Context: an optimization exercise on an open-source flow, tuned for small area. The choices shown serve that exercise and are no tape-out recipe. Where RTL was checked, it was by simulation tests only, not by an equivalence proof against the original. No functional check of the RTL was part of runs 1 to 3. Power and IR drop assume default switching activity.

==> flow/design.v <==
package pla_pkg;
    typedef enum logic [1:0] {IDLE = 2'd0, PRE = 2'd1, MAC = 2'd2, DATA = 2'd3} pla_state_e;
endpackage
`timescale 1ns/100ps
module pla_backward_parser
(
    input  logic                                        I_pla_312m5_clk,
    input  logic                                        I_pla_rst,
    input  logic [31:0]                                 xgmii_rxd,
    input  logic [3:0]                                  xgmii_rxc,
    input  logic [(3*((8+1)*48))-1:0]                        mac_cfg,
    input  logic [3-1:0]                         wr_resp,
    input  logic                                        cnt_clear,
    output logic [1:0]                                  xgmii_pla_num,
    output logic [15-1:0]                  slice_id,
    output logic [31:0]                                 payload,
    output logic                                        payload_en,
    output logic [3-1:0]                         check_ok,
    output logic [3*15-1:0]          new_id,
    output logic [3-1:0]                         new_id_valid,
    output logic [16-1:0]                   len_err_cnt,
    output logic [16-1:0]                   mac_err_cnt
);
    localparam logic [1:0] IDLE = 2'd0;
    localparam logic [1:0] PRE  = 2'd1;
    localparam logic [1:0] MAC  = 2'd2;
    localparam logic [1:0] DATA = 2'd3;
    logic        start_hit;
    logic        sfd_hit;
    logic        ctrl_any;
    logic        tok_hit;
    logic [1:0]  state_nxt;
    logic [6:0]  cnt_nxt;
    logic [1:0]  state_q;
    logic [6:0]  cnt_q;
    logic        ctrl_q;      
    logic        tok_q;       
    logic [31:0] data_q;
    logic [15:0] prev_lo_q;
    assign start_hit = (xgmii_rxc == 4'b1000) &&
                       (xgmii_rxd == {8'hFB, 24'h555555});
    assign sfd_hit   = (xgmii_rxc == 4'b0000) && (xgmii_rxd == 32'h5555_55D5);
    assign ctrl_any  = |xgmii_rxc;
    assign tok_hit   = (xgmii_rxc == 4'b0011) && (xgmii_rxd[15:8] == 8'hFD);
    always_comb
    begin
        state_nxt = state_q;
        case (state_q)
            IDLE: state_nxt = start_hit ? PRE : IDLE;
            PRE:
            begin
                if (sfd_hit)
                    state_nxt = MAC;
                else
                    state_nxt = start_hit ? PRE : IDLE;
            end
            MAC:
            begin
                if (ctrl_any)
                    state_nxt = IDLE;
                else if (cnt_q == 7'd3)
                    state_nxt = DATA;
            end
            DATA:
            begin
                if (ctrl_q)
                    state_nxt = start_hit ? PRE : IDLE;
            end
        endcase
    end
    always_comb
    begin
        case (state_nxt)
            MAC:     cnt_nxt = (state_q == MAC) ? cnt_q + 1'b1 : '0;
            DATA:
            begin
                if (state_q != DATA)
                    cnt_nxt = 7'd1;
                else
                    cnt_nxt = (&cnt_q) ? cnt_q : cnt_q + 1'b1;
            end
            default: cnt_nxt = '0;
        endcase
    end
    always_ff @(posedge I_pla_312m5_clk)
    begin
        if (I_pla_rst)
        begin
            state_q <= IDLE;
            cnt_q   <= '0;
            ctrl_q  <= 1'b1;
            tok_q   <= 1'b0;
        end
        else
        begin
            state_q <= state_nxt;
            cnt_q   <= cnt_nxt;
            ctrl_q  <= ctrl_any;
            tok_q   <= tok_hit;
        end
    end
    always_ff @(posedge I_pla_312m5_clk)
    begin
        data_q    <= xgmii_rxd;
        prev_lo_q <= data_q[15:0];
    end
    logic in_data;
    logic tag_now;
    logic checked;
    logic end_now;
    assign in_data = (state_q == DATA);
    assign tag_now = in_data && (cnt_q == 7'd1);
    assign checked = in_data && (cnt_q == 7'd2);
    assign end_now = in_data && ctrl_q;
    logic [3-1:0] dah_q;
    logic [3-1:0] da_q;
    logic [3-1:0] hit;
    logic [47:0]         sa;
    logic [1:0]          best;
    logic                m_ok_q;
    logic [1:0]          m_plane_q;
    logic                mac_ok_q;
    logic [1:0]          plane_q;
    assign sa = {prev_lo_q, data_q};
    always_comb
    begin
        for (int p = 0; p < 3; p++)
        begin
            hit[p] = 1'b0;
            for (int a = 0; a < 8; a++)
                if (sa == mac_cfg[p*((8+1)*48) + a*48 +: 48])
                    hit[p] = 1'b1;
            hit[p] = hit[p] && da_q[p];
        end
    end
    always_comb
    begin
        best = 2'd0;
        for (int p = 0; p < 3; p++)
            if (hit[p])
                best = 2'(p);
    end
    always_ff @(posedge I_pla_312m5_clk)
    begin
        for (int p = 0; p < 3; p++)
        begin
            dah_q[p] <= data_q == mac_cfg[p*((8+1)*48) + 8*48 + 16 +: 32];
            da_q[p]  <= dah_q[p] &&
                        (data_q[31:16] == mac_cfg[p*((8+1)*48) + 8*48 +: 16]);
        end
        m_ok_q    <= |hit;
        m_plane_q <= best;
    end
    always_ff @(posedge I_pla_312m5_clk)
    begin
        if (I_pla_rst)
        begin
            mac_ok_q <= 1'b0;
            plane_q  <= 2'd0;
        end
        else if (tag_now)
        begin
            mac_ok_q <= m_ok_q;
            plane_q  <= m_plane_q;
        end
    end
    assign xgmii_pla_num = plane_q;
    logic req_q;
    logic len_ok;
    logic verdict;
    logic slice_ok_q;
    logic len_err_q;
    logic ok2_q;
    logic [31:0] payload_q;
    assign len_ok  = (cnt_q == 7'd66) && tok_q;
    assign verdict = end_now && mac_ok_q && !req_q;
    always_ff @(posedge I_pla_312m5_clk)
    begin
        if (tag_now)
            req_q <= data_q[31];
    end
    always_ff @(posedge I_pla_312m5_clk)
    begin
        if (I_pla_rst)
        begin
            slice_id   <= '0;
            slice_ok_q <= 1'b0;
            len_err_q  <= 1'b0;
            ok2_q      <= 1'b0;
            payload_en <= 1'b0;
        end
        else
        begin
            if (tag_now)
                slice_id <= data_q[31] ? '0 : data_q[30:16];
            slice_ok_q <= verdict && len_ok;
            len_err_q  <= verdict && !len_ok;
            ok2_q      <= slice_ok_q;
            payload_en <= in_data && (cnt_q >= 7'd3);
        end
    end
    always_ff @(posedge I_pla_312m5_clk)
    begin
        payload_q <= {prev_lo_q, data_q[31:16]};
        payload   <= payload_q;
    end
    always_comb
    begin
        for (int p = 0; p < 3; p++)
            check_ok[p] = ok2_q && (plane_q == 2'(p));
    end
    always_ff @(posedge I_pla_312m5_clk)
    begin
        if (I_pla_rst || cnt_clear)
        begin
            len_err_cnt <= '0;
            mac_err_cnt <= '0;
        end
        else
        begin
            if (len_err_q)
                len_err_cnt <= len_err_cnt + 1'b1;
            if (checked && !mac_ok_q)
                mac_err_cnt <= mac_err_cnt + 1'b1;
        end
    end
    logic [3-1:0]                      wr_q;
    logic [3-1:0]                      wr_rise;
    logic [3-1:0][15-1:0] last_id;
    logic [15-1:0]               sid_in;
    assign wr_rise = wr_resp & ~wr_q;
    assign sid_in  = I_pla_rst ? '0 : slice_id;
    always_ff @(posedge I_pla_312m5_clk)
    begin
        for (int p = 0; p < 3; p++)
            if (I_pla_rst || check_ok[p])
                last_id[p] <= sid_in;
    end
    always_ff @(posedge I_pla_312m5_clk)
    begin
        if (I_pla_rst)
        begin
            wr_q         <= '0;
            new_id       <= '0;
            new_id_valid <= '0;
        end
        else
        begin
            wr_q         <= wr_resp;
            new_id_valid <= wr_rise;
            for (int p = 0; p < 3; p++)
                if (wr_rise[p])
                    new_id[p*15 +: 15] <= last_id[p];
        end
    end
endmodule
==> flow/run.sh <==
#!/bin/bash
# synth_recipe.tcl (not shown) runs the flow's synth.tcl, then flattens the netlist and writes it again
# the make line also repeats each setting of config.mk as NAME=value (left out here)
make -C /OpenROAD-flow-scripts/flow DESIGN_CONFIG=/design/flow/config.mk WORK_HOME=/design/flow/orfs CLKGATE_MAP_FILE= SYNTH_SCRIPT=/design/flow/synth_recipe.tcl finish
==> flow/config.mk <==
export PLATFORM = sky130hd
export DESIGN_NAME = pla_backward_parser
export DESIGN_NICKNAME = pla_backward_parser
export VERILOG_FILES = /design/flow/design.v
export SDC_FILE = /design/flow/constraint.sdc
export NUM_CORES = 4
export LEC_CHECK = 0
export CAP_MARGIN = 20
export CORE_AREA = 10 10 510 510
export DIE_AREA = 0 0 520 520
export SLEW_MARGIN = 20
==> flow/constraint.sdc <==
create_clock -name core_clock -period 3.2 [get_ports {I_pla_312m5_clk}]
set_input_delay 0.6400 -clock core_clock [delete_from_list [all_inputs] [get_ports {I_pla_312m5_clk}]]
set_output_delay 0.6400 -clock core_clock [all_outputs]
set_load 0.01 [all_outputs]
==> results of run 1 <==
-- per-stage QoR --
step	util	hold slack, ps	cells	setup WS (ps)
global placement	0.178	310	7483	-588
CTS	0.184	320	7562	24.7
detailed placement	0.178	312	7483	-589
global route	0.184	326	7569	6.36
floorplan	-	310	2625	1370
finish	0.184	310	7593	44.5
-- power by group --
part | switching, W | total, W | internal [W] | leakage [nW]
registers | 0.000282 | 0.00401 | 0.00372 | 2.44
logic | 0.00255 | 0.00542 | 0.00287 | 11.6
clock network | 0.00206 | 0.00455 | 0.00249 | 0.620
total | 0.00490 | 0.0140 | 0.00908 | 14.7
-- layout make-up --
| type | count | area [sq um] | share of cell area |
|---|---|---|---|
| timing repair buffer | 1723 | 17400 | 0.381 |
| multi-input combinational | 2135 | 16400 | 0.359 |
| sequential | 283 | 6310 | 0.138 |
| tap | 3330 | 4170 | 0.0910 |
| clock buffer | 45 | 1010 | 0.0220 |
| clock inverter | 25 | 279 | 0.00609 |
| inverter | 21 | 78.8 | 0.00172 |
| antenna | 31 | 77.6 | 0.00169 |
-- final timing paths --
path,startpoint,endpoint,cells after the start
setup / recovery,data_q[24],m_plane_q[0],9
hold / removal,payload_q[16],payload[16],0
setup reg to reg,data_q[24],m_plane_q[0],9
hold reg to reg,payload_q[16],payload[16],0
-- sequential cells by signal, indices dropped and copies added (netlist names), 2 cells and up --
| signal | cells |
|---|---|
| cnt_q | 7 |
| da_q | 3 |
| dah_q | 3 |
| data_q | 32 |
| last_id | 45 |
| len_err_cnt | 16 |
| m_plane_q | 2 |
| mac_err_cnt | 16 |
| new_id | 45 |
| new_id_valid | 3 |
| payload | 32 |
| payload_q | 32 |
| plane_q | 2 |
| prev_lo_q | 16 |
| slice_id | 15 |
| state_q | 2 |
| wr_q | 3 |
-- kinds of logic (layout without fill, tap and decap cells) --
kind of cell / count (synthesis) / in the layout / share of synthesized area
and+or+nand+nor: 704 / 704 / 0.171
AOI/OAI and AO/OA: 96 / 96 / 0.0226
buffers and inverters: 207 / 1814 / 0.0529
other: 0 / 31 / 0
DFF: 283 / 283 / 0.259
xor gates and xnor gates: 1325 / 1325 / 0.490
muxes: 5 / 5 / 0.00211
adders and majority gates: 5 / 5 / 0.00264
-- what timing repair did --
item,in CTS,in global routing
resized for setup,9,1
hold buffers,0,0
setup buffers,9,0
endpoints found under the setup margin,2,1
-- routing by layer --
layer,part of all wire,vias up,GRT usage
met4,0.058,24,0.0907
met3,0.094,422,0.0591
met2,0.47,1930,0.307
met5,0.00056,-,0
li1,-,12072,-
met1,0.38,13441,0.207
-- Yosys cell counts (all sizes together) --
cell and number:
or4 1, edfxtp 46, or2 4, and4 1, a41oi 1, nand4b 2, a21oi 53, nor4b 2
and4b 1, clkbuf 21, nor4 142, or3 7, nand3 44, o211ai 1, a211oi 3, dfxtp 237
ha 5, and3 10, mux2i 5, a31oi 4, nand2b 20, and3b 1, nor3b 1, nor3 9
nor2 46, xnor2 1006, or4bb 1, o21a 4, a2111oi 1, a311oi 1, nand4 283, o21ai 28
buf 165, xor2 319, nor4bb 5, nor2b 13, inv 21, nand2 109, nand3b 2
==> flow_summary.toml, run 1 <==
[status]
status = "no timing/DRC/antenna violations"

[floorplanning]
num_rows = 183
dieWidth_um = 520
die_h_um = 520
core_area_sq_um = 249000
io_pins = 1471
start_util = 0.0952
die-area_sq_um = 270000

[power]
finalPower_w = 0.0140
ir_drop_mv = 0.329
leakage_nw = 14.7
power_density_nw_per_um2 = 305

[setup_path]
cp_slowest_cell = "nor4_1"
cp-end-kind = "flop"
crit_family = "simple AND/OR/NAND/NOR gates"
cp_max_fo = 11
crit_chain = "buf_4 -> xor2_1 -> nor4_1 -> nand4_1 -> nor3_2 -> buf_4 -> a31oi_1 -> a41oi_2 -> nor2_1"
critPathBufInv = 2
critPathRequiredTime_ps = 3680
cpMostUsedCell = "buf_4"
r2r_slack_ps = 40
cp-start-kind = "flop"
critPathKind = "reg2reg"
cp.arrival_ps = 3640
crit_path_max_incr_delay_ps = 610

[sta]
grt_setup_unrepaired = "false"
skew_ps = 45.3
timing.final.crit_share = 0.986
finalCriticalPeriod_ps = 3160
tightestPinTransition_ps = 843
slew_headroom = 0.434
max_freq_mhz = 317
finalSetupViolCount = 0
finalHoldViolCount = 0
maxSlewViolCount = 0
tns_ps = 0

[worst_hold_path]
hold_class = "reg2reg"

[global_routing]
grt_pass1_vias = 30471
grt_antenna_before_repair = 69
grt_max_degree = 34
grt_pass1_wl_um = 325000
gr-total-overflow = 0
gr-usage-all-layers = 0.183

[place]
placed_cell_area_sq_um = 44200
portBuffers = 1470
place_congestion = 0.993
hpwlAfterDp_um = 222000

[clock_network]
clockBufferDepth = 3
clk_latency_ps = 630
cts.clk_slew.worst_paths_ps = 80
root_buffer = "clkbuf_16"
cts.sinks = 283
tritoncts = "done"
cts_buffers = 38
htreeDepth = 2

[cells_and_area]
post-route-cell-area_sq_um = 45800
drive_gt1_frac = 0.0945
area_delta_synth_final_pct = 93.6
fillCellCount = 27932
layout_commonest_cell = "clkdlybuf4s50_1"
nets = 5545
final_cell_mix = "1469 x clkdlybuf4s50_1, 1006 x xnor2_1, 319 x xor2_1, 282 x nand4_1, 189 x dfxtp_1"

[yosys]
synth_area_leader_cell = "xnor2_1"
syn_nets = 3968
ys_types = 51
synth_area_leaders = "xnor2_1 37%, dfxtp_1 20%, xor2_1 12%"
ys.warnings.count = 1
syn_inst = 2625
syn_area_per_cell_sq_um = 9.02
synth_seq_area_share = 0.259
synthesis.area_sq_um = 23700
ys_seq_elements = 283
synth_top_area_share = 0.372

[routing]
drt_pass1_iterations = 6
viasPerCell = 3.67
dr.first_iter.drc_count = 2639
wl_per_cell_um = 34.4
antenna_left = 0
drc = 0
dr_total_vias = 27889
wirelength_um = 261000

[run]
maxCapViolCount = 0
==> run 2: changes to the inputs <==
==> flow/flow/run.sh (new file) <==
#!/bin/bash
# Standard ORFS layout with the smallest buffer on the ports and pins on
# every routing track, so the die can be smaller. Make's output goes to
# flow_make.log; ORFS keeps each step's log under orfs/logs.
set -o pipefail
export BUFFER_PORTS_ARGS="-buffer_cell sky130_fd_sc_hd__buf_1"
export PLACE_PINS_ARGS="-min_distance 1 -min_distance_in_tracks"
bash standard.sh finish > flow_make.log 2>&1
==> flow/standard.sh (new file) <==
#!/bin/bash
# synth_recipe.tcl (not shown) runs the flow's synth.tcl, then flattens the netlist and writes it again
# the make line also repeats each setting of config.mk as NAME=value (left out here)
make -C /OpenROAD-flow-scripts/flow DESIGN_CONFIG=/design/flow/config.mk WORK_HOME=/design/flow/orfs CLKGATE_MAP_FILE= SYNTH_SCRIPT=/design/flow/synth_recipe.tcl "${@:-finish}"
--- a/flow/config.mk
+++ b/flow/config.mk
@@ -7,5 +7,5 @@
 export LEC_CHECK = 0
 export CAP_MARGIN = 20
-export CORE_AREA = 10 10 510 510
-export DIE_AREA = 0 0 520 520
+export CORE_AREA = 10 10 260 260
+export DIE_AREA = 0 0 270 270
 export SLEW_MARGIN = 20
removed: flow/run.sh
==> run 2 against run 1 <==
Now fails the layout checks on negative setup slack; combinational power fell by 37%; wire length down 27%; core utilization up 33 points; setup slack got worse by 180 ps; via count increased by 8.9%; first-iteration DRC count is 92% higher; worst hold slack got worse by 120 ps; synthesized area did not move; sequential power about the same; register-to-register slack worse by 180 ps; largest cell class is now multi-input gates; largest power group is now registers; highest routed layer unchanged.
==> flow_summary.toml, run 2 <==
[clock_network]
root_buffer = "clkbuf_16"
clk_latency_ps = 580
hold_buffers = 0
post_cts_buffers = 0
cts.clk_slew.worst_paths_ps = 70
cts_resized = 0
clockBufferDepth = 3
cts_buffers = 28
tritoncts = "done"
cts.sinks = 283
htreeDepth = 1

[global_routing]
grt_pass1_vias = 28225
grt_pass1_wl_um = 252000
grt_antenna_before_repair = 223
grt_max_degree = 39
gr-total-overflow = 0
gr-usage-all-layers = 0.503

[power]
power_density_nw_per_um2 = 338
leakage_nw = 9.66
ir_drop_mv = 0.343

[sta]
hold_ws_ps = 188
skew_ps = 30.5
finalCriticalPeriod_ps = 3340
max_freq_mhz = 299
slew_headroom = 0.220
finalSetupViolCount = 2
maxSlewViolCount = 0
finalHoldViolCount = 0
fin_ws_ps = -140
timing.final.crit_share = 1.04
tightestPinTransition_ps = 1160
grt_setup_unrepaired = "false"

[floorplanning]
die_h_um = 270
io_pins = 1471
num_rows = 91
die-area_sq_um = 72900
dieWidth_um = 270
core_area_sq_um = 61800
start_util = 0.383

[yosys]
synthTopCellsByCount = "1006 x xnor2_1, 319 x xor2_1, 282 x nand4_1"
synth_seq_area_share = 0.259
ys_seq_elements = 283
syn_area_per_cell_sq_um = 9.02
synth_area_leader_cell = "xnor2_1"
syn_nets = 3968
synthesis.area_sq_um = 23700
syn_inst = 2625
synth_edf_count = 46
yosysMostFrequentCell = "xnor2_1"
ys.warnings.count = 1
synth_top_area_share = 0.372
ys_types = 51
async_flop_share = 0
synth_area_leaders = "xnor2_1 37%, dfxtp_1 20%, xor2_1 12%"
synthFlopType = "dfxtp_1"

[cells_and_area]
area_delta_synth_final_pct = 34.6
fin_util = 0.515
drive_gt1_frac = 0.0573
multi_input_area_sq_um = 16300
layout_commonest_cell = "buf_1"
seqCellArea_sq_um = 6210
final_cell_mix = "1469 x buf_1, 1006 x xnor2_1, 319 x xor2_1, 282 x nand4_1, 189 x dfxtp_1"
top_regs = "last_id (45), new_id (45)"
nets = 5406
post-route-cell-area_sq_um = 31900
fillCellCount = 6242

[setup_path]
cp-start-kind = "flop"
reg2reg_depth = 9
r2r_start = "prev_lo_q[3]"
regToRegEndpoint = "m_plane_q[0]"
r2r_slack_ps = -140
cp_max_fo = 16
critPathRequiredTime_ps = 3680
cp.arrival_ps = 3820
critPathKind = "reg2reg"
cp-end-kind = "flop"

[routing]
dr_total_vias = 30377
drc = 0
wirelength_um = 192000
drt_pass1_iterations = 8
dr.first_iter.drc_count = 5078
wl_per_cell_um = 37.5
antenna_left = 0
viasPerCell = 5.94

[place]
portBuffers = 1470
place_congestion = 1.24
hpwlAfterDp_um = 150000
placed_cell_area_sq_um = 30400

[run]
maxCapViolCount = 0

[status]
status = "finished with violations"
violatedChecks = "negative setup slack"

[worst_hold_path]
worstHoldStart = "xgmii_rxd[22]"
hold_depth = 1
holdPathEnd = "data_q[22]"
hold_class = "in2reg"
[run 2: cell counts after synthesis]
Identical to the previous run, type by type.
[run 2: cell type report]
| cell class | count | share of cell area |
|---|---|---|
| clock inverters | 14 | 0.00452 |
| clock buffers | 37 | 0.0240 |
| multi-input cells | 2135 | 0.512 |
| well taps | 837 | 0.0329 |
| flip-flops and latches | 283 | 0.195 |
| repair buffers | 1594 | 0.214 |
| inverters | 21 | 0.00247 |
| diodes | 196 | 0.0154 |
[run 2: cell families (layout without fill, tap and decap cells)]
| kind of cell | count (synthesis) | in the layout | share of synthesized area |
|---|---|---|---|
| xor+xnor | 1325 | 1325 | 0.490 |
| simple gates | 704 | 704 | 0.171 |
| flops | 283 | 283 | 0.259 |
| buf+inv | 207 | 1666 | 0.0529 |
| compound gates | 96 | 96 | 0.0226 |
| fa+ha+maj | 5 | 5 | 0.00264 |
| mux | 5 | 5 | 0.00211 |
| other cells | 0 | 196 | 0 |
[run 2: stage by stage]
| step | TNS, ps | cells | total power, W | setup WS (ps) |
|---|---|---|---|---|
| floorplan | 0 | 2625 | 0.00581 | 1370 |
| global placement | 0 | 4869 | 0.00735 | 158 |
| detailed placement | 0 | 4869 | 0.00737 | 177 |
| CTS | 0 | 4920 | 0.0106 | 146 |
| global route | 0 | 5051 | 0.0110 | 42.8 |
| finish | -236 | 5117 | 0.0108 | -140 |
[run 2: worst max-delay path, cell delays in order, from the launching register on]
cell     delay [ps]
dfxtp_2         660
buf_4           520
xnor2_1         270
nand4_1         200
nor4_1          870
buf_4           230
nand3_1         120
nand4_1         140
o21ai_1         110
nor2_1          100
[run 2: layer usage]
layer | wire length (um) | part of all wire | up-vias | global-route usage
met2 | 73100 | 0.38 | 3277 | 0.659
li1 | - | - | 11966 | -
met5 | 852 | 0.0044 | - | 0.113
met4 | 20900 | 0.11 | 104 | 0.454
met3 | 33700 | 0.18 | 1201 | 0.314
met1 | 63100 | 0.33 | 13829 | 0.541
[run 2: worst max-delay path by stage]
stage,start,endpoint,slack [ps],cells after the start
2_1_floorplan,cnt_q[0],cnt_q[1],1370,6
3_3_place_gp,prev_lo_q[3],m_plane_q[0],160,9
3_5_place_dp,prev_lo_q[3],m_plane_q[0],180,9
4_1_cts,prev_lo_q[3],m_plane_q[0],150,9
5_1_grt,prev_lo_q[3],m_plane_q[0],40,9
6_report,prev_lo_q[3],m_plane_q[0],-140,9
[run 2: report_power, final]
part	leakage, nW	switching (W)	internal, W	total [W]
sequential	2.42	0.000288	0.00374	0.00403
combinational	6.79	0.00184	0.00157	0.00341
clock	0.448	0.00147	0.00185	0.00333
==> run 3: changes to the inputs <==
--- a/flow/design.v
+++ b/flow/design.v
@@ -114,13 +114,13 @@
     assign end_now = in_data && ctrl_q;
     logic [3-1:0] dah_q;
-    logic [3-1:0] da_q;
     logic [3-1:0] hit;
     logic [47:0]         sa;
+    logic [31:0]         da_lo;
+    logic [31:0]         payload_q;
     logic [1:0]          best;
-    logic                m_ok_q;
-    logic [1:0]          m_plane_q;
     logic                mac_ok_q;
     logic [1:0]          plane_q;
-    assign sa = {prev_lo_q, data_q};
+    assign sa    = {payload_q, prev_lo_q};
+    assign da_lo = payload;
     always_comb
     begin
@@ -131,5 +131,6 @@
                 if (sa == mac_cfg[p*((8+1)*48) + a*48 +: 48])
                     hit[p] = 1'b1;
-            hit[p] = hit[p] && da_q[p];
+            hit[p] = hit[p] && dah_q[p] &&
+                     (da_lo == mac_cfg[p*((8+1)*48) + 8*48 +: 32]);
         end
     end
@@ -143,12 +144,8 @@
     always_ff @(posedge I_pla_312m5_clk)
     begin
-        for (int p = 0; p < 3; p++)
-        begin
-            dah_q[p] <= data_q == mac_cfg[p*((8+1)*48) + 8*48 + 16 +: 32];
-            da_q[p]  <= dah_q[p] &&
-                        (data_q[31:16] == mac_cfg[p*((8+1)*48) + 8*48 +: 16]);
-        end
-        m_ok_q    <= |hit;
-        m_plane_q <= best;
+        if ((state_q == MAC) && (cnt_q == 7'd1))
+            for (int p = 0; p < 3; p++)
+                dah_q[p] <= data_q[31:16] ==
+                            mac_cfg[p*((8+1)*48) + 8*48 + 32 +: 16];
     end
     always_ff @(posedge I_pla_312m5_clk)
@@ -161,6 +158,6 @@
         else if (tag_now)
         begin
-            mac_ok_q <= m_ok_q;
-            plane_q  <= m_plane_q;
+            mac_ok_q <= |hit;
+            plane_q  <= best;
         end
     end
@@ -172,5 +169,4 @@
     logic len_err_q;
     logic ok2_q;
-    logic [31:0] payload_q;
     assign len_ok  = (cnt_q == 7'd66) && tok_q;
     assign verdict = end_now && mac_ok_q && !req_q;
--- a/flow/config.mk
+++ b/flow/config.mk
@@ -7,5 +7,6 @@
 export LEC_CHECK = 0
 export CAP_MARGIN = 20
-export CORE_AREA = 10 10 260 260
-export DIE_AREA = 0 0 270 270
+export CORE_AREA = 10 10 290 290
+export DIE_AREA = 0 0 300 300
+export SETUP_SLACK_MARGIN = 0.2
 export SLEW_MARGIN = 20
==> run 3 against run 2 <==
The flow now stops in global routing (5_1_grt); synthesized cell count is 0.80% lower; synthesized area shrank 0.53%.
==> flow_summary.toml, run 3 <==
[status]
status = "aborted with a tool error"
lastStage = "global routing (5_1_grt)"
stop_error = "[ERROR GRT-0116] Global routing finished with congestion. Check the congestion regions in the DRC Viewer."

[place]
place_congestion = 1.22
portBuffers = 1470
hpwlAfterDp_um = 168000

[yosys]
async_flop_share = 0
synthesis.area_sq_um = 23500
synth_seq_area_share = 0.256
ys_types = 48
yosysMostFrequentCell = "xor2_1"
synth_area_leaders = "xor2_1 29%, xnor2_1 21%, dfxtp_1 19%"
syn_nets = 3947
ys_seq_elements = 277
synthFlopType = "dfxtp_1"
syn_area_per_cell_sq_um = 9.04
synth_area_leader_cell = "xor2_1"
synthTopCellsByCount = "767 x xor2_1, 561 x xnor2_1, 228 x dfxtp_1"
synth_edf_count = 49
syn_inst = 2604
ys.warnings.count = 1
synth_top_area_share = 0.285

[global_routing]
gr-total-overflow = 5
gr-usage-all-layers = 0.470
grt_pass1_vias = 30733
grt_pass1_wl_um = 286000
grt_max_degree = 53

[floorplanning]
start_util = 0.303
die_h_um = 300
io_pins = 1471
dieWidth_um = 300
num_rows = 102

[clock_network]
cts_buffers = 30
root_buffer = "clkbuf_16"
cts.sinks = 277
hold_buffers = 0
clockBufferDepth = 3
htreeDepth = 1
[run 3: cell types whose count changed after synthesis, sizes merged, moves of 16 or more]
| cell | before | now |
|---|---|---|
| xor2 | 319 | 767 |
| xnor2 | 1006 | 561 |
| nor4 | 142 | 226 |
| nand2 | 109 | 135 |
| buf | 165 | 149 |
| nand4 | 283 | 194 |
| nand3 | 44 | 28 |
| nand2b | 20 | 3 |
[run 3: layer usage]
layer	GRT overflow	global-route usage
met1	0	0.524
met2	1	0.672
met3	0	0.243
met4	3	0.336
met5	1	0.101
[run 3: logic make-up after synthesis]
logic type,after synthesis,synth area share
flip-flops,277,0.256
multiplexers,3,0.00128
adder cells (fa/ha/maj),5,0.00266
AND/OR/NAND/NOR,703,0.168
AO/OA/AOI/OAI,97,0.0230
buffers and inverters,191,0.0545
XOR/XNOR,1328,0.494
[run 3: power by group through the flow]
stage                     clock network (W)  registers, W  logic [W]
after global placement                    0       0.00397    0.00339
after CTS                           0.00363       0.00390    0.00344
after floorplan                           0       0.00385    0.00177
after detailed placement                  0       0.00398    0.00339
[run 3: worst max path at each step]
stage / startpoint / endpoint / depth (start not counted)
4_1_cts: payload_q[12] / plane_q[0] / 11
3_5_place_dp: payload_q[15] / mac_ok_q / 12
3_3_place_gp: payload_q[15] / mac_ok_q / 12
2_1_floorplan: xgmii_rxd[23] / cnt_q[0] / 8
[run 3: through the flow]
step	worst slack [ps]	std cells	power, W	util	area [sq um]
after floorplan	919	2604	0.00562	-	23500
after global placement	-364	5112	0.00737	0.400	31100
after detailed placement	-417	5112	0.00737	0.400	31100
after CTS	196	5172	0.0110	0.415	32200
[run 3: repair_timing]
action | CTS
endpoints found under the setup margin | 3
pin swaps | 3
hold endpoints to repair | 0
setup buffers | 4
gates resized for setup | 15
gates cloned | 0
==> run 4: changes to the inputs <==
--- a/flow/design.v
+++ b/flow/design.v
@@ -114,31 +114,26 @@
     assign end_now = in_data && ctrl_q;
     logic [3-1:0] dah_q;
-    logic [3-1:0] hit;
+    logic [3-1:0] sa_hit;
+    logic [3-1:0] da_hit;
+    logic [3-1:0] sa_hit_q;
+    logic [3-1:0] da_hit_q;
+    logic [3-1:0] hit_q;
     logic [47:0]         sa;
-    logic [31:0]         da_lo;
     logic [31:0]         payload_q;
     logic [1:0]          best;
     logic                mac_ok_q;
     logic [1:0]          plane_q;
-    assign sa    = {payload_q, prev_lo_q};
-    assign da_lo = payload;
-    always_comb
-    begin
-        for (int p = 0; p < 3; p++)
-        begin
-            hit[p] = 1'b0;
+    assign sa = {prev_lo_q, data_q};
+    always_comb
+    begin
+        for (int p = 0; p < 3; p++)
+        begin
+            sa_hit[p] = 1'b0;
             for (int a = 0; a < 8; a++)
                 if (sa == mac_cfg[p*((8+1)*48) + a*48 +: 48])
-                    hit[p] = 1'b1;
-            hit[p] = hit[p] && dah_q[p] &&
-                     (da_lo == mac_cfg[p*((8+1)*48) + 8*48 +: 32]);
-        end
-    end
-    always_comb
-    begin
-        best = 2'd0;
-        for (int p = 0; p < 3; p++)
-            if (hit[p])
-                best = 2'(p);
+                    sa_hit[p] = 1'b1;
+            da_hit[p] = dah_q[p] &&
+                        (payload_q == mac_cfg[p*((8+1)*48) + 8*48 +: 32]);
+        end
     end
     always_ff @(posedge I_pla_312m5_clk)
@@ -148,4 +143,14 @@
                 dah_q[p] <= data_q[31:16] ==
                             mac_cfg[p*((8+1)*48) + 8*48 + 32 +: 16];
+        sa_hit_q <= sa_hit;
+        da_hit_q <= da_hit;
+    end
+    assign hit_q = sa_hit_q & da_hit_q;
+    always_comb
+    begin
+        best = 2'd0;
+        for (int p = 0; p < 3; p++)
+            if (hit_q[p])
+                best = 2'(p);
     end
     always_ff @(posedge I_pla_312m5_clk)
@@ -158,5 +163,5 @@
         else if (tag_now)
         begin
-            mac_ok_q <= |hit;
+            mac_ok_q <= |hit_q;
             plane_q  <= best;
         end
--- a/flow/config.mk
+++ b/flow/config.mk
@@ -7,6 +7,7 @@
 export LEC_CHECK = 0
 export CAP_MARGIN = 20
-export CORE_AREA = 10 10 290 290
-export DIE_AREA = 0 0 300 300
-export SETUP_SLACK_MARGIN = 0.2
+export CORE_AREA = 10 10 260 260
+export CTS_BUF_LIST = sky130_fd_sc_hd__clkbuf_4 sky130_fd_sc_hd__clkbuf_8
+export DIE_AREA = 0 0 270 270
+export SETUP_SLACK_MARGIN = 0.1
 export SLEW_MARGIN = 20
==> run 4 against run 3 <==
The flow again stops in global routing (5_1_grt); synthesized cell count up 0.12%; synthesized area down 1.0%.
==> flow_summary.toml, run 4 <==
[clock_network]
post_cts_buffers = 0
hold_buffers = 0
htreeDepth = 2
cts_buffers = 49
cts.sinks = 283
root_buffer = "clkbuf_8"
clockBufferDepth = 3
cts_resized = 0

[global_routing]
gr-usage-all-layers = 0.513
grt_max_degree = 33
grt_pass1_vias = 30192
gr-total-overflow = 2
grt_pass1_wl_um = 259000

[yosys]
synth_seq_area_share = 0.264
ys_types = 51
synthTopCellsByCount = "718 x xnor2_1, 608 x xor2_1, 234 x dfxtp_1"
syn_area_per_cell_sq_um = 8.94
syn_inst = 2607
synth_area_leader_cell = "xnor2_1"
synth_area_leaders = "xnor2_1 27%, xor2_1 23%, dfxtp_1 20%"
ys_seq_elements = 283
ys.warnings.count = 1
async_flop_share = 0
syn_nets = 3950
synth_top_area_share = 0.270
synth_edf_count = 49
synthesis.area_sq_um = 23300
synthFlopType = "dfxtp_1"
yosysMostFrequentCell = "xnor2_1"

[status]
lastStage = "global routing (5_1_grt)"
status = "aborted with a tool error"
stop_error = "[ERROR GRT-0116] Global routing finished with congestion. Check the congestion regions in the DRC Viewer."

[floorplanning]
num_rows = 91
die_h_um = 270
io_pins = 1471
dieWidth_um = 270
start_util = 0.377

[place]
hpwlAfterDp_um = 151000
portBuffers = 1470
place_congestion = 1.21
place_ws_ps = 188
run 4: cell types whose count changed after synthesis, sizes merged, moves of 4 or more:
cell	delta
nand4	+35
nand3	+6
dfxtp	+6
nand2	-26
xnor2	+157
nor2	-15
nand2b	+18
buf	-44
nor2b	+4
xor2	-159
clkbuf	+44
a21oi	+4
nor4	-28
run 4: worst max path at each step:
stage                        startpoint          end  slack [ps]  cells after the start
after floorplan           xgmii_rxd[11]     cnt_q[2]         900                      6
after global placement     mac_cfg[959]  sa_hit_q[2]        -730                      9
after detailed placement   mac_cfg[953]  sa_hit_q[2]         190                      8
after CTS                    data_q[20]  sa_hit_q[1]         190                      8
run 4: logic make-up after synthesis:
| kind of cell | Yosys count | synth area share |
|---|---|---|
| xor+xnor | 1326 | 0.498 |
| simple gates | 697 | 0.174 |
| fa+ha+maj | 5 | 0.00268 |
| buf+inv | 189 | 0.0354 |
| compound gates | 105 | 0.0246 |
| mux | 2 | 0.000859 |
| flops | 283 | 0.264 |
run 4: power by group through the flow:
stage	Combinational [W]	Clock, W	Sequential, W
after CTS	0.00324	0.00371	0.00406
after floorplan	0.00177	0	0.00393
after global placement	0.00319	0	0.00413
after detailed placement	0.00322	0	0.00413
run 4: layer usage:
layer  global-route usage  GRT overflow
met4                0.428             2
met2                0.708             0
met1                0.551             0
met5               0.0889             0
met3                0.298             0
run 4: metrics by stage:
step,cells,area [sq um],power [W]
4_1_cts,4976,31600,0.0110
3_5_place_dp,4887,30600,0.00735
3_3_place_gp,4886,30500,0.00732
2_1_floorplan,2607,23300,0.00570

-- separate check: timing with driven ports --
No port has a modelled driver above. Below, the same layouts with a new extraction and two added sets of constraints.
Step 1, drivers: a clkbuf_16 drives I_pla_312m5_clk and a buf_2 each remaining input, both assumed.
Step 2, shift: input delay + t, output delay - t, t = (earliest + latest rising clock arrival at the registers) / 2. This alone moves slack from input paths to output paths.
Slacks: no drivers / after step 1 / after step 2; pairs: no drivers / after step 1.
run | t, ns | setup WS [ns] | worst data-port slew with drivers (ns)
run 1 | 0.697 | 0.045 / 0.045 / -0.251 | 0.36
run 2 | 0.613 | -0.140 / -0.140 / -0.140 | 0.41
With both steps, setup timing fails in run 1, where it was met with ideal ports. The setup slack of run 1, which loses most, moves by 0.000 ns with the drivers and by -0.296 ns with both steps.
